What follows belongs to an exercise in optimizing a design on an open flow for small area and few clock cycles; a production flow would make more cautious choices.
Only simulation tests tie the RTL to the original design; equivalence was not proved.

job 2922:
==> flow/design.v <==
package hsv_pkg;
    localparam int CHAN_W = 8;
    localparam int STEP_W = 68;    
    typedef struct packed {
        logic        v;     
        logic [7:0]  hi;    
        logic [7:0]  dm;    
        logic [7:0]  rs;    
        logic [7:0]  rh;    
        logic        hp;    
        logic [1:0]  r3;    
        logic [15:0] qs;    
        logic [15:0] qh;    
    } step_t;
endpackage
module hsv_prep (
    input  logic                in_valid,
    input  logic [7:0]          red,
    input  logic [7:0]          green,
    input  logic [7:0]          blue,
    output logic [hsv_pkg::STEP_W-1:0] out_bits
);
    hsv_pkg::step_t out;
    assign out_bits = out;
    logic       ge_rg, ge_gb, ge_br, eq_rg, eq_gb, eq_br, ge_rb;
    logic       sec_r, sec_g;
    logic       down;           
    logic [7:0] hi, mid, lo, xa, xb;
    logic [2:0] k;
    always_comb begin
        ge_rg = (red >= green);
        ge_gb = (green >= blue);
        ge_br = (blue >= red);
        eq_rg = (red == green);
        eq_gb = (green == blue);
        eq_br = (blue == red);
        ge_rb = !ge_br || eq_br;
        sec_r = ge_rg && ge_rb;
        sec_g = !sec_r && ge_gb;
        if (sec_r) begin
            hi = red;
            if (ge_gb) begin mid = green; lo = blue;  down = 1'b0; k = 3'd0; end
            else       begin mid = blue;  lo = green; down = 1'b1; k = 3'd5; end
        end else if (sec_g) begin
            hi = green;
            if (ge_br) begin
                mid = blue; lo = red;
                down = eq_gb;
                k    = eq_gb ? 3'd3 : 3'd2;
            end else begin
                mid = red; lo = blue; down = 1'b1; k = 3'd1;
            end
        end else begin
            hi = blue;
            if (ge_rg) begin mid = red;   lo = green; down = 1'b0; k = 3'd4; end
            else       begin mid = green; lo = red;   down = 1'b1; k = 3'd3; end
        end
        xa = down ? hi  : mid;
        xb = down ? mid : lo;
        out.v  = in_valid;
        out.hi = hi;
        out.dm = hi + ~lo;
        out.rs = out.dm;
        out.qs = '0;
        out.rh = xa - xb;
        out.hp = 1'b0;
        out.r3 = (k >= 3'd3) ? 2'(k - 3'd3) : k[1:0];
        out.qh = {15'd0, (k >= 3'd3)};
    end
endmodule
module hsv_div #(
    parameter int STEP = 0
) (
    input  logic [hsv_pkg::STEP_W-1:0] in_bits,
    output logic [hsv_pkg::STEP_W-1:0] out_bits
);
    hsv_pkg::step_t in, out;
    assign in       = in_bits;
    assign out_bits = out;
    logic       sbit;
    logic [8:0] st, ht;
    logic [9:0] sdf, hdf;
    logic       sfit, hfit;
    logic [2:0] t3;
    logic       hb;
    always_comb begin
        sbit = (STEP < 8) ? 1'b1 : !in.dm[15 - STEP];
        out  = in;
        st   = {in.rs, sbit};
        sdf  = {1'b0, st} - {2'b0, in.hi};
        sfit = !sdf[9];
        out.rs = sfit ? sdf[7:0] : st[7:0];
        out.qs = {in.qs[14:0], sfit};
        if (STEP < 15) begin
            ht   = {in.rh, 1'b0};
            hdf  = {1'b0, ht} + {2'b11, ~in.dm};
            hfit = !hdf[9];
            out.rh = hfit ? hdf[7:0] : ht[7:0];
            out.hp = hfit;
        end
        if (STEP > 0) begin
            t3   = {in.r3, in.hp};
            hb   = (t3 >= 3'd3);
            out.r3 = hb ? 2'(t3 - 3'd3) : t3[1:0];
            out.qh = {in.qh[14:0], hb};
        end
    end
endmodule
module rgb_to_hsv_converter_unit #(
    parameter logic [16:0] REG_AT = 17'b00100100010001001
) (
    input  logic        aclk,
    input  logic        aresetn,
    input  logic        s_tvalid,
    output logic        s_tready,
    input  logic [23:0] s_tdata,    
    output logic        m_tvalid,
    input  logic        m_tready,
    output logic [39:0] m_tdata     
);
    logic [16:0][hsv_pkg::STEP_W-1:0] pos;   
    logic [16:0][hsv_pkg::STEP_W-1:0] src;   
    hsv_pkg::step_t        last;
    logic           en;
    hsv_prep u_prep (
        .in_valid (s_tvalid),
        .red      (s_tdata[7:0]),
        .green    (s_tdata[15:8]),
        .blue     (s_tdata[23:16]),
        .out_bits (pos[0])
    );
    for (genvar p = 0; p <= 16; p++) begin : g_pos
        if (p > 0) begin : g_step
            hsv_div #(.STEP(p - 1)) u_step (.in_bits(src[p-1]), .out_bits(pos[p]));
        end
        if (REG_AT[p]) begin : g_reg
            hsv_pkg::step_t nxt;
            logic           v_reg;
            logic [hsv_pkg::STEP_W-2:0] data_reg;
            assign nxt = pos[p];
            always_ff @(posedge aclk) begin
                if (!aresetn) begin
                    v_reg <= 1'b0;
                end else if (en) begin
                    v_reg <= nxt.v;
                end
            end
            always_ff @(posedge aclk) begin
                if (en) begin
                    data_reg <= nxt[hsv_pkg::STEP_W-2:0];
                end
            end
            assign src[p] = {v_reg, data_reg};
        end else begin : g_wire
            assign src[p] = pos[p];
        end
    end
    logic grey;
    assign last     = src[16];
    assign grey     = (last.dm == 8'hFF);
    assign m_tvalid = last.v;
    assign en       = m_tready || !m_tvalid;
    assign s_tready = en;
    assign m_tdata  = {last.hi,
                       grey ? 16'd0 : last.qs,
                       last.qh};
endmodule
clock: 5.0 ns
lec_check: 0
abc_area: 1
cap_margin: 20
core_margin: 2
core_utilization: 40
setup_slack_margin: -0.4
slew_margin: 20
standard.sh (not shown) runs the stock make flow with config.mk's settings and CLKGATE_MAP_FILE= SYNTH_SCRIPT=/design/flow/synth_recipe.tcl, a recipe that flattens the netlist after the stock synthesis.
==> flow/flow/run.sh <==
#!/bin/bash
set -euo pipefail
export SYNTH_OPERATIONS_ARGS="-nofsm"
export BUFFER_PORTS_ARGS="-buffer_cell sky130_fd_sc_hd__buf_2"
export RECOVER_POWER=100
bash standard.sh ADDER_MAP_FILE= ABC_DRIVER_CELL=sky130_fd_sc_hd__buf_4 finish > standard.log 2>&1
Testbench counts of job 2922, summed over its fixed seeds: cycles 32,808.
For job 1276, these inputs were changed with respect to job 2922:
- setting CTS_CLUSTER_DIAMETER to 100 for the first time
- setting CTS_CLUSTER_SIZE to 28 for the first time
- changing SETUP_SLACK_MARGIN from -0.4 to -0.3
--- a/flow/flow/run.sh
+++ b/flow/flow/run.sh
@@ -4,3 +4,4 @@
 export BUFFER_PORTS_ARGS="-buffer_cell sky130_fd_sc_hd__buf_2"
 export RECOVER_POWER=100
+export GPL_KEEP_OVERFLOW=0
 bash standard.sh ADDER_MAP_FILE= ABC_DRIVER_CELL=sky130_fd_sc_hd__buf_4 finish > standard.log 2>&1
==> run notes <==
On job 1276: setup slack of the critical path after layout is 0.036 ns lower than what job 2922 gave.
Re top achievable clock speed: job 2922 and job 1276 aren't equal, and the higher value belongs to job 2922.
In job 1276 the implementation completed, yet the final layout does not meet the checks, the culprit being capacitance limit, slew limit.
Job 1276: number of logic stages on the critical path including buffering is about 30% higher than what job 2922 reported.
For job 2297, these inputs were changed with respect to job 1276:
- SETUP_SLACK_MARGIN: -0.3 -> unset
- CTS_CLUSTER_DIAMETER: 100 -> unset
- CTS_CLUSTER_SIZE: 28 -> unset
--- a/flow/flow/run.sh
+++ b/flow/flow/run.sh
@@ -4,4 +4,3 @@
 export BUFFER_PORTS_ARGS="-buffer_cell sky130_fd_sc_hd__buf_2"
 export RECOVER_POWER=100
-export GPL_KEEP_OVERFLOW=0
 bash standard.sh ADDER_MAP_FILE= ABC_DRIVER_CELL=sky130_fd_sc_hd__buf_4 finish > standard.log 2>&1
[summary]
Job 2297 ran to completion and came out clean on the timing, design-rule and antenna checks.
Job 2297 ended up with reg -> out as its worst setup path category; job 1276 ended up with reg -> reg.
Cmp job 2297 and job 1276 / sequential share of layout area / lower: job 2297
Job 2297: number of max-capacitance violations reported is 3 lower than what job 1276 reported.
Edits applied to the flow inputs when going from job 2297 to job 1227:
- CTS_CLUSTER_SIZE: unset -> 28
- SETUP_SLACK_MARGIN: unset -> -0.35
- CTS_CLUSTER_DIAMETER: unset -> 100
Notes after the runs:
Going from job 2297 to job 1227, I/O pin count shows no meaningful change; final area shows a reduction of 1100 µm²; number of buffers inserted during clock tree synthesis shows a reduction of 15; combined area of the multi-input logic cells shows a reduction of about 2%. The more densely filled core belongs to job 2297, not job 1227. Job 1227 vs. job 2297: global-route wire length before repair moved down; average via count per standard cell saw little to no change.

[afterwards: timing with drivers on the ports]
How much do the figures lean on ideal ports? The routed layouts below were timed once more, with nothing changed but the port constraints. Step 1 assumes that a clkbuf_16 drives the clock port and a buf_2 every other input. Step 2 moves the port delays by t, midway between the first and last clock arrival at a register: inputs arrive t later, outputs are due t later. That takes back most of the time a late clock gives input paths. a / b / c = no drivers / after step 1 / after step 2; a / b = the first two.
run	shift t [ns]	slack for setup (ns)	worst setup path after step 2	worst slew at a driven data input, ns	cell pins on the clock port's net
job 2922	0.621	0.179 / 0.179 / 0.179	register to register	0.03	1
job 1276	0.569	0.142 / 0.142 / -0.287	input to register	0.03	1
job 2297	0.631	0.372 / 0.320 / 0.445	register to register	0.03	1
job 1227	0.575	0.223 / 0.223 / 0.223	register to register	0.03	1
For job 1276, which loses most, drivers alone change the setup slack by 0.000 ns; drivers and shift together by -0.429 ns.
